Context: an optimization exercise on an open-source flow, tuned for a short achievable clock period and few clock cycles per item. The choices shown serve that exercise and are no tape-out recipe.
In this exercise RTL edits were held to simulation tests only and were not proved equivalent to the original.
The flow treats the clock pin as an ideal source, which a real chip does not have.

==> v20 <==
==> flow/design.v <==
`timescale 1ns/10ps
`default_nettype none
module xbus_filter_cache #(
    parameter int NB = 2
) (
    input  logic              clk,
    input  logic              arst_n,
    input  logic [65:0]       in_pkt,
    input  logic [7:0]        pad_value,
    input  logic [NB-1:0]     release_bank,
    output logic [NB*9-1:0]   set_rdy,
    output logic [NB*144-1:0] data,
    output logic              prog_full
);
    localparam int NK = 9;
    localparam int NS = NB * NK;
    localparam int Q = 4;
    localparam logic [1:0] TAG_HEAD = 2'd1;
    logic [80:0]   h_word1h;
    logic [17:0]   h_lane;
    logic [8:0]    h_inimg;
    logic [8:0]    inimg;
    logic          head_q;
    logic [65:0]   in_q;
    logic          q_xhi0;
    logic          q_xhi1;
    logic          q_yhi0;
    logic          q_yhi1;
    logic          in_vld;
    logic          in_head;
    logic          inwin;
    logic [3:0]    nbody;
    logic          at6;
    logic          at7;
    logic          at8;
    logic          p_vld;
    logic          p_head;
    logic          na_busy;
    logic [NB-1:0] na;
    logic [NB-1:0] wbody;
    logic [NB-1:0] busy;
    logic [8:0]    pk1h [0:NK-1];
    logic [1:0]    lane_r [0:NK-1];
    logic [15:0]   lane_vec [0:NK-1];
    logic [NS-1:0] fill;
    logic [NS-1:0] clear;
    xbus_filter_cmd_gen xbus_filter_cmd_gen_inst (
        .win_x  (in_q[15:0]),
        .win_y  (in_q[31:16]),
        .x_hi0  (q_xhi0),
        .x_hi1  (q_xhi1),
        .y_hi0  (q_yhi0),
        .y_hi1  (q_yhi1),
        .word1h (h_word1h),
        .lane   (h_lane),
        .inimg (h_inimg)
    );
    always_ff @(posedge clk) begin
        in_q <= in_pkt;
        q_xhi0 <= in_pkt[15:3] == '0;
        q_xhi1 <= &in_pkt[15:3];
        q_yhi0 <= in_pkt[31:19] == '0;
        q_yhi1 <= &in_pkt[31:19];
    end
    assign in_vld = in_q[65:64] != 2'd0;
    assign in_head = !inwin && in_q[65:64] == TAG_HEAD;
    assign p_vld = in_pkt[65:64] != 2'd0;
    assign p_head = in_pkt[65:64] == TAG_HEAD;
    assign at6 = inwin && nbody == 4'd6;
    assign at7 = inwin && nbody == 4'd7;
    assign at8 = inwin && nbody == 4'd8;
    assign na_busy = |(busy & na);
    always_ff @(posedge clk or negedge arst_n) begin
        if (!arst_n) begin
            inwin <= 1'b0;
            nbody <= '0;
            na <= NB'(1);
            wbody <= '0;
            head_q <= 1'b0;
            for (int k = 0; k < NK; k++) begin
                pk1h[k] <= '0;
            end
        end else begin
            if (!inwin) begin
                for (int k = 0; k < NK; k++) begin
                    pk1h[k] <= h_word1h[k*9 +: 9];
                end
            end else if (in_vld) begin
                for (int k = 0; k < NK; k++) begin
                    pk1h[k] <= pk1h[k] >> 1;
                end
            end
            head_q <= in_head;
            if (in_head) begin
                inwin <= 1'b1;
                nbody <= '0;
                na <= {na[NB-2:0], na[NB-1]};
                wbody <= na;
            end else if (inwin && in_vld) begin
                nbody <= nbody + 4'd1;
                if (at8) begin
                    inwin <= 1'b0;
                    wbody <= '0;
                end
            end
        end
    end
    always_ff @(posedge clk) begin
        prog_full <= na_busy && (
            (((!inwin && !in_head) || (at8 && in_vld)) && !p_head)
            || (at8 && !in_vld) || (at7 && in_vld)
            || (((at7 && !in_vld) || (at6 && in_vld)) && p_vld));
    end
    always_ff @(posedge clk) begin
        if (!inwin) begin
            for (int k = 0; k < NK; k++) begin
                lane_r[k] <= h_lane[k*2 +: 2];
            end
            inimg <= h_inimg;
        end
    end
    always_comb begin
        for (int k = 0; k < NK; k++) begin
            lane_vec[k] = {in_q[(Q + lane_r[k]) * 8 +: 8], in_q[lane_r[k] * 8 +: 8]};
        end
        for (int b = 0; b < NB; b++) begin
            for (int k = 0; k < NK; k++) begin
                fill[b*NK+k] = (wbody[b] && inimg[k] && pk1h[k][0]) || (na[b] && !busy[b]);
                set_rdy[b*NK+k] = wbody[b] && (inimg[k] ? (in_vld && pk1h[k][0]) : head_q);
            end
        end
    end
    always_ff @(posedge clk) begin
        for (int i = 0; i < NS; i++) begin
            if (fill[i]) begin
                data[i*16 +: 16] <= na[i / NK] ? {pad_value, pad_value} : lane_vec[i % NK];
            end
        end
    end
    always_ff @(posedge clk or negedge arst_n) begin
        if (!arst_n) begin
            busy <= '0;
        end else begin
            for (int b = 0; b < NB; b++) begin
                if (in_head && na[b]) begin
                    busy[b] <= 1'b1;
                end else if (release_bank[b]) begin
                    busy[b] <= 1'b0;
                end
            end
        end
    end
endmodule
`default_nettype wire
`timescale 1ns/10ps
`default_nettype none
module xbus_filter_cmd_gen (
    input  logic [15:0] win_x,
    input  logic [15:0] win_y,
    input  logic        x_hi0,
    input  logic        x_hi1,
    input  logic        y_hi0,
    input  logic        y_hi1,
    output logic [8:0]  inimg,
    output logic [80:0] word1h,
    output logic [17:0] lane
);
    localparam int IMG_H = 6;
    localparam int IMG_W = 6;
    localparam int PAD_U = 1;
    localparam int PAD_L = 1;
    logic [2:0] row_ok;
    logic [2:0] col_ok;
    logic [IMG_H-1:0] row1h [0:2];
    logic [IMG_W-1:0] col1h [0:2];
    always_comb begin
        for (int i = 0; i < 3; i++) begin
            row_ok[i] = 1'b0;
            col_ok[i] = 1'b0;
            for (int r = 0; r < IMG_H; r++) begin
                row_ok[i] = row_ok[i] || (((r + PAD_U - i) < 0 ? y_hi1 : y_hi0)
                    && win_y[2:0] == 3'(r + PAD_U - i));
                row1h[i][r] = win_y[2:0] == 3'(r + PAD_U - i);
            end
            for (int c = 0; c < IMG_W; c++) begin
                col_ok[i] = col_ok[i] || (((c + PAD_L - i) < 0 ? x_hi1 : x_hi0)
                    && win_x[2:0] == 3'(c + PAD_L - i));
                col1h[i][c] = win_x[2:0] == 3'(c + PAD_L - i);
            end
        end
        for (int kh = 0; kh < 3; kh++) begin
            for (int kw = 0; kw < 3; kw++) begin
                logic       row0;
                logic [1:0] col2;
                row0 = (kh == 1) ? win_y[0] : !win_y[0];
                case (kw)
                    0: col2 = {win_x[1] ~^ win_x[0], !win_x[0]};
                    1: col2 = win_x[1:0];
                    default: col2 = {win_x[1] ^ win_x[0], !win_x[0]};
                endcase
                inimg[kh*3+kw] = row_ok[kh] && col_ok[kw];
                lane[(kh*3+kw)*2 +: 2] = {row0 ^ col2[1], col2[0]};
                for (int j = 0; j < 9; j++) begin
                    logic hit;
                    hit = 1'b0;
                    for (int r = 0; r < IMG_H; r++) begin
                        for (int c = 0; c < IMG_W; c++) begin
                            if ((r * IMG_W + c) / 4 == j) begin
                                hit = hit || (row1h[kh][r] && col1h[kw][c]);
                            end
                        end
                    end
                    word1h[(kh*3+kw)*9+j] = hit;
                end
            end
        end
    end
endmodule
`default_nettype wire
`timescale 1ns/10ps
`default_nettype none
module xbus_filter_exec #(
    parameter int NB = 2
) (
    input  logic              clk,
    input  logic              arst_n,
    input  logic [NB*9-1:0]   set_rdy,
    input  logic [NB*144-1:0] data,
    output logic [NB-1:0]     release_bank,
    output logic              vec_wr_en,
    output logic [15:0]       vec_din,
    input  logic              vec_full
);
    localparam int NK = 9;
    localparam int NS = NB * NK;
    logic [NS-1:0] rdy;
    logic [NS-1:0] sel;
    logic [NS-1:0] sel_next;
    logic [NS-1:0] rdy_next;
    logic [NS-1:0] go;
    logic          issue;
    logic [15:0]   rd_data;
    assign issue = |go;
    assign sel_next = {go[NS-2:0], go[NS-1]} | (sel & ~go);
    assign rdy_next = set_rdy | (rdy & ~go);
    always_comb begin
        for (int b = 0; b < NB; b++) begin
            release_bank[b] = go[b*NK+NK-1];
        end
        rd_data = '0;
        for (int i = 0; i < NS; i++) begin
            rd_data = rd_data | (data[i*16 +: 16] & {16{sel[i]}});
        end
    end
    always_ff @(posedge clk or negedge arst_n) begin
        if (!arst_n) begin
            sel <= NS'(1);
            rdy <= '0;
            go <= '0;
            vec_wr_en <= 1'b0;
        end else begin
            sel <= sel_next;
            rdy <= rdy_next;
            go <= sel_next & rdy_next & {NS{!vec_full}};
            vec_wr_en <= issue;
        end
    end
    always_ff @(posedge clk) begin
        vec_din <= rd_data;
    end
endmodule
`default_nettype wire
`timescale 1ns/10ps
`default_nettype none
module xbus_filter (
    input  logic        clk,
    input  logic        arst_n,
    input  logic [65:0] in_pkt,
    input  logic [7:0]  pad_value,
    output logic        vec_wr_en,
    output logic [15:0] vec_din,
    input  logic        vec_full,
    output logic        cache_full
);
    localparam int NB = 2;
    logic [NB*9-1:0] set_rdy;
    logic [NB*144-1:0] data;
    logic [NB-1:0]   release_bank;
    xbus_filter_cache #(.NB(NB)) xbus_filter_cache_inst (
        .clk          (clk),
        .arst_n       (arst_n),
        .in_pkt       (in_pkt),
        .pad_value    (pad_value),
        .release_bank (release_bank),
        .set_rdy      (set_rdy),
        .data         (data),
        .prog_full    (cache_full)
    );
    xbus_filter_exec #(.NB(NB)) xbus_filter_exec_inst (
        .clk          (clk),
        .arst_n       (arst_n),
        .set_rdy      (set_rdy),
        .data         (data),
        .release_bank (release_bank),
        .vec_wr_en    (vec_wr_en),
        .vec_din      (vec_din),
        .vec_full     (vec_full)
    );
endmodule
`default_nettype wire
==> flow/flow/run.sh <==
#!/bin/bash
# The standard layout, with four changes:
# - the port buffers are plain buffers (buf_4) rather than the delay buffers
#   ORFS picks by default,
# - the resizer may swap a cell for one of another footprint, so it can size
#   those port buffers,
# - clock tree synthesis clusters the flip-flops into groups of at most 20
#   within 60 um and balances buffer levels,
# - after clock tree synthesis, post_cts.tcl lets the clock port drive the
#   tree's four first-level buffers itself (no single root buffer).
set -euo pipefail
here=$(pwd)
bash standard.sh \
    "BUFFER_PORTS_ARGS=-buffer_cell sky130_fd_sc_hd__buf_4" \
    MATCH_CELL_FOOTPRINT=0 \
    "CTS_ARGS=-sink_clustering_enable -repair_clock_nets -sink_clustering_size 20 -sink_clustering_max_diameter 60 -balance_levels" \
    "POST_CTS_TCL=$here/flow/post_cts.tcl" \
    CLOCK_PORT_NAME=clk \
    finish > standard.log 2>&1
==> flow/flow/post_cts.tcl <==
# After clock tree synthesis: the clock port drives the tree's first level
# of buffers (four of them) itself, in place of the single root buffer CTS
# puts next to the port. The flip-flops still get the clock through two
# levels of buffers, balanced as CTS built them.
proc bypass_clock_root {port_name max_loads} {
  set block [ord::get_db_block]
  set bterm [$block findBTerm $port_name]
  set in_net [$bterm getNet]
  set loads [$in_net getITerms]
  if {[llength $loads] != 1} {
    puts "bypass_clock_root: port drives [llength $loads] pins, left as is"
    return
  }
  set root [[lindex $loads 0] getInst]
  set out_net ""
  foreach it [$root getITerms] {
    if {[$it isOutputSignal]} { set out_net [$it getNet] }
  }
  if {$out_net eq "" || $out_net eq "NULL"} {
    puts "bypass_clock_root: root has no output net, left as is"
    return
  }
  set sinks {}
  foreach it [$out_net getITerms] {
    if {[$it getInst] ne $root} { lappend sinks $it }
  }
  if {[llength $sinks] > $max_loads || [llength [$out_net getBTerms]] > 0} {
    puts "bypass_clock_root: root drives [llength $sinks] pins, left as is"
    return
  }
  puts "bypass_clock_root: removing [$root getName],\
    moving [llength $sinks] pins to [$in_net getName]"
  foreach it $sinks {
    $it disconnect
    $it connect $in_net
  }
  foreach it [$root getITerms] { catch { $it disconnect } }
  odb::dbInst_destroy $root
  odb::dbNet_destroy $out_net
}

bypass_clock_root $::env(CLOCK_PORT_NAME) 4
==> flow/standard.sh <==
#!/bin/bash
# synth_recipe.tcl (not shown) runs the flow's synth.tcl, then flattens the netlist and writes it again
# the make line also repeats each setting of config.mk as NAME=value (left out here)
make -C /OpenROAD-flow-scripts/flow DESIGN_CONFIG=/design/flow/config.mk WORK_HOME=/design/flow/orfs CLKGATE_MAP_FILE= SYNTH_SCRIPT=/design/flow/synth_recipe.tcl "${@:-finish}"
==> flow/config.mk <==
export PLATFORM = sky130hd
export DESIGN_NAME = xbus_filter
export DESIGN_NICKNAME = xbus_filter
export VERILOG_FILES = /design/flow/design.v
export SDC_FILE = /design/flow/constraint.sdc
export NUM_CORES = 4
export LEC_CHECK = 0
export CAP_MARGIN = 20
export CORE_MARGIN = 2
export CORE_UTILIZATION = 55
export SETUP_SLACK_MARGIN = 3.0
export SLEW_MARGIN = 20
export TNS_END_PERCENT = 100
==> flow/constraint.sdc <==
create_clock -name core_clock -period 4.5 [get_ports {clk}]
set_input_delay 0.9000 -clock core_clock [delete_from_list [all_inputs] [get_ports {clk}]]
set_output_delay 0.9000 -clock core_clock [all_outputs]
set_load 0.01 [all_outputs]
==> inputs of v38, as changes to v20 <==
==> flow/design.v, changed modules only <==
module xbus_filter_cache #(
    parameter int NB = 2
) (
    input  logic              clk,
    input  logic              arst_n,
    input  logic [65:0]       in_pkt,
    input  logic [7:0]        pad_value,
    input  logic [NB-1:0]     release_bank,
    output logic [NB*9-1:0]   set_rdy,
    output logic [NB*144-1:0] data,
    output logic              prog_full
);
    localparam int NK = 9;
    localparam int NS = NB * NK;
    localparam int Q = 4;
    localparam logic [1:0] TAG_HEAD = 2'd1;
    logic [80:0]   h_word1h;
    logic [17:0]   h_lane;
    logic [8:0]    h_inimg;
    logic [8:0]    inimg;
    logic          head_q;
    logic          in_vld;
    logic          in_head;
    logic          inwin;
    logic [3:0]    nbody;
    logic          at7;
    logic          at8;
    logic          na_busy;
    logic [NB-1:0] na;
    logic [NB-1:0] cb;
    logic [NB-1:0] busy;
    logic [8:0]    pk1h [0:NK-1];
    logic [1:0]    lane_r [0:NK-1];
    logic [15:0]   lane_vec [0:NK-1];
    logic [NS-1:0] fill;
    logic [NS-1:0] clear;
    xbus_filter_cmd_gen xbus_filter_cmd_gen_inst (
        .win_x  (in_pkt[15:0]),
        .win_y  (in_pkt[31:16]),
        .word1h (h_word1h),
        .lane   (h_lane),
        .inimg (h_inimg)
    );
    assign in_vld = in_pkt[65:64] != 2'd0;
    assign in_head = !inwin && in_pkt[65:64] == TAG_HEAD;
    assign at7 = inwin && nbody == 4'd7;
    assign at8 = inwin && nbody == 4'd8;
    assign na_busy = |(busy & na);
    always_ff @(posedge clk or negedge arst_n) begin
        if (!arst_n) begin
            inwin <= 1'b0;
            nbody <= '0;
            na <= NB'(1);
            cb <= '0;
            prog_full <= 1'b0;
            head_q <= 1'b0;
            for (int k = 0; k < NK; k++) begin
                pk1h[k] <= '0;
            end
        end else begin
            if (!inwin) begin
                for (int k = 0; k < NK; k++) begin
                    pk1h[k] <= h_word1h[k*9 +: 9];
                end
            end else if (in_vld) begin
                for (int k = 0; k < NK; k++) begin
                    pk1h[k] <= pk1h[k] >> 1;
                end
            end
            head_q <= in_head;
            if (in_head) begin
                inwin <= 1'b1;
                nbody <= '0;
                na <= {na[NB-2:0], na[NB-1]};
                cb <= na;
            end else if (inwin && in_vld) begin
                nbody <= nbody + 4'd1;
                if (at8) inwin <= 1'b0;
            end
            prog_full <= na_busy
                && ((!inwin && !in_head) || at8 || (at7 && in_vld));
        end
    end
    always_ff @(posedge clk) begin
        if (!inwin) begin
            for (int k = 0; k < NK; k++) begin
                lane_r[k] <= h_lane[k*2 +: 2];
            end
            inimg <= h_inimg;
        end
    end
    always_comb begin
        for (int k = 0; k < NK; k++) begin
            lane_vec[k] = {in_pkt[(Q + lane_r[k]) * 8 +: 8], in_pkt[lane_r[k] * 8 +: 8]};
        end
        for (int b = 0; b < NB; b++) begin
            for (int k = 0; k < NK; k++) begin
                fill[b*NK+k] = inwin ? (cb[b] && inimg[k] && pk1h[k][0])
                                     : (na[b] && !busy[b]);
                set_rdy[b*NK+k] = cb[b] && (inimg[k] ? (inwin && in_vld && pk1h[k][0])
                                                      : head_q);
            end
        end
    end
    always_ff @(posedge clk) begin
        for (int i = 0; i < NS; i++) begin
            if (fill[i]) begin
                data[i*16 +: 16] <= inwin ? lane_vec[i % NK] : {pad_value, pad_value};
            end
        end
    end
    always_ff @(posedge clk or negedge arst_n) begin
        if (!arst_n) begin
            busy <= '0;
        end else begin
            for (int b = 0; b < NB; b++) begin
                if (in_head && na[b]) begin
                    busy[b] <= 1'b1;
                end else if (release_bank[b]) begin
                    busy[b] <= 1'b0;
                end
            end
        end
    end
endmodule
module xbus_filter_cmd_gen (
    input  logic [15:0] win_x,
    input  logic [15:0] win_y,
    output logic [8:0]  inimg,
    output logic [80:0] word1h,
    output logic [17:0] lane
);
    localparam int IMG_H = 6;
    localparam int IMG_W = 6;
    localparam int PAD_U = 1;
    localparam int PAD_L = 1;
    logic [2:0] row_ok;
    logic [2:0] col_ok;
    logic [IMG_H-1:0] row1h [0:2];
    logic [IMG_W-1:0] col1h [0:2];
    always_comb begin
        for (int i = 0; i < 3; i++) begin
            row_ok[i] = 1'b0;
            col_ok[i] = 1'b0;
            for (int r = 0; r < IMG_H; r++) begin
                row_ok[i] = row_ok[i] || win_y == 16'(r + PAD_U - i);
                row1h[i][r] = win_y[2:0] == 3'(r + PAD_U - i);
            end
            for (int c = 0; c < IMG_W; c++) begin
                col_ok[i] = col_ok[i] || win_x == 16'(c + PAD_L - i);
                col1h[i][c] = win_x[2:0] == 3'(c + PAD_L - i);
            end
        end
        for (int kh = 0; kh < 3; kh++) begin
            for (int kw = 0; kw < 3; kw++) begin
                logic       row0;
                logic [1:0] col2;
                row0 = (kh == 1) ? win_y[0] : !win_y[0];
                case (kw)
                    0: col2 = {win_x[1] ~^ win_x[0], !win_x[0]};
                    1: col2 = win_x[1:0];
                    default: col2 = {win_x[1] ^ win_x[0], !win_x[0]};
                endcase
                inimg[kh*3+kw] = row_ok[kh] && col_ok[kw];
                lane[(kh*3+kw)*2 +: 2] = {row0 ^ col2[1], col2[0]};
                for (int j = 0; j < 9; j++) begin
                    logic hit;
                    hit = 1'b0;
                    for (int r = 0; r < IMG_H; r++) begin
                        for (int c = 0; c < IMG_W; c++) begin
                            if ((r * IMG_W + c) / 4 == j) begin
                                hit = hit || (row1h[kh][r] && col1h[kw][c]);
                            end
                        end
                    end
                    word1h[(kh*3+kw)*9+j] = hit;
                end
            end
        end
    end
endmodule
module xbus_filter_exec #(
    parameter int NB = 2
) (
    input  logic              clk,
    input  logic              arst_n,
    input  logic [NB*9-1:0]   set_rdy,
    input  logic [NB*144-1:0] data,
    output logic [NB-1:0]     release_bank,
    output logic              vec_wr_en,
    output logic [15:0]       vec_din,
    input  logic              vec_full
);
    localparam int NK = 9;
    localparam int NS = NB * NK;
    logic [NS-1:0] rdy;
    logic [NS-1:0] sel;
    logic [NS-1:0] sel_next;
    logic [NS-1:0] rdy_next;
    logic [NS-1:0] go;
    logic          vf_q;
    logic          issue;
    logic [15:0]   rd_data;
    assign issue = |go && !vf_q;
    assign sel_next = issue ? {sel[NS-2:0], sel[NS-1]} : sel;
    assign rdy_next = set_rdy | (rdy & ~(go & {NS{!vf_q}}));
    always_comb begin
        for (int b = 0; b < NB; b++) begin
            release_bank[b] = issue && sel[b*NK+NK-1];
        end
        rd_data = '0;
        for (int i = 0; i < NS; i++) begin
            rd_data = rd_data | (data[i*16 +: 16] & {16{sel[i]}});
        end
    end
    always_ff @(posedge clk or negedge arst_n) begin
        if (!arst_n) begin
            sel <= NS'(1);
            rdy <= '0;
            go <= '0;
            vf_q <= 1'b1;
            vec_wr_en <= 1'b0;
        end else begin
            vf_q <= vec_full;
            sel <= sel_next;
            rdy <= rdy_next;
            go <= sel_next & rdy_next;
            vec_wr_en <= issue;
        end
    end
    always_ff @(posedge clk) begin
        vec_din <= rd_data;
    end
endmodule
==> flow/run.sh (new file) <==
#!/bin/bash
# synth_recipe.tcl (not shown) runs the flow's synth.tcl, then flattens the netlist and writes it again
# the make line also repeats each setting of config.mk as NAME=value (left out here)
make -C /OpenROAD-flow-scripts/flow DESIGN_CONFIG=/design/flow/config.mk WORK_HOME=/design/flow/orfs CLKGATE_MAP_FILE= SYNTH_SCRIPT=/design/flow/synth_recipe.tcl finish
--- a/flow/config.mk
+++ b/flow/config.mk
@@ -10,4 +10,4 @@
 export CORE_UTILIZATION = 55
-export SETUP_SLACK_MARGIN = 3.0
+export SETUP_SLACK_MARGIN = 2.8
 export SLEW_MARGIN = 20
-export TNS_END_PERCENT = 100
+export TNS_END_PERCENT = 20
removed: flow/flow/run.sh
removed: flow/flow/post_cts.tcl
removed: flow/standard.sh
==> summary.txt <==
Against v20, the synthesized area of v38 is smaller by about 13%. In v20 the sequential share of layout area is lower than in v38, by 6.8 points. In v38 the register-to-register slack is higher than in v20, by 0.02 ns. Of v20 and v38, v38 has the higher hold slack (gap 0.018 ns). Of v20 and v38, v20 has the higher worst setup slack (gap 0.082 ns). Between v20 and v38, the lower die area is in v38 (gap 15%, measured against v38). Against v20, the routed wire length of v38 is smaller by about 26%.
Testbench counts of v20, summed over its fixed seeds: cycles 3,908, windows 384.
Testbench counts of v38, summed over its fixed seeds: cycles 3,894, windows 384.

re-timing with driven ports:
No port has a modelled driver above. Below, the same layouts with a new extraction and two added sets of constraints.
Step 1 (the two cells are an assumption about what drives the block):
set clk [get_ports {clk}]
set_driving_cell -lib_cell sky130_fd_sc_hd__clkbuf_16 $clk
set_driving_cell -lib_cell sky130_fd_sc_hd__buf_2 [delete_from_list [all_inputs] $clk]
Step 2 moves the port delays by t, midway between the first and last clock arrival at a register: inputs arrive t later, outputs are due t later. That takes back most of the time a late clock gives input paths.
Slacks: no drivers / after step 1 / after step 2; pairs: no drivers / after step 1.
| run | shift t [ns] | setup slack, ns | worst register clock-pin slew, ns | worst slew at a driven data input, ns |
|---|---|---|---|---|
| v20 | 0.522 | 2.581 / 2.581 / 2.498 | 0.09 / 0.09 | 0.06 |
| v38 | 0.649 | 2.499 / 2.441 / 1.951 | 0.06 / 0.06 | 0.07 |
After both steps every run listed still meets setup and hold. The setup slack of v38, which loses most, moves by -0.058 ns with the drivers and by -0.548 ns with both steps.
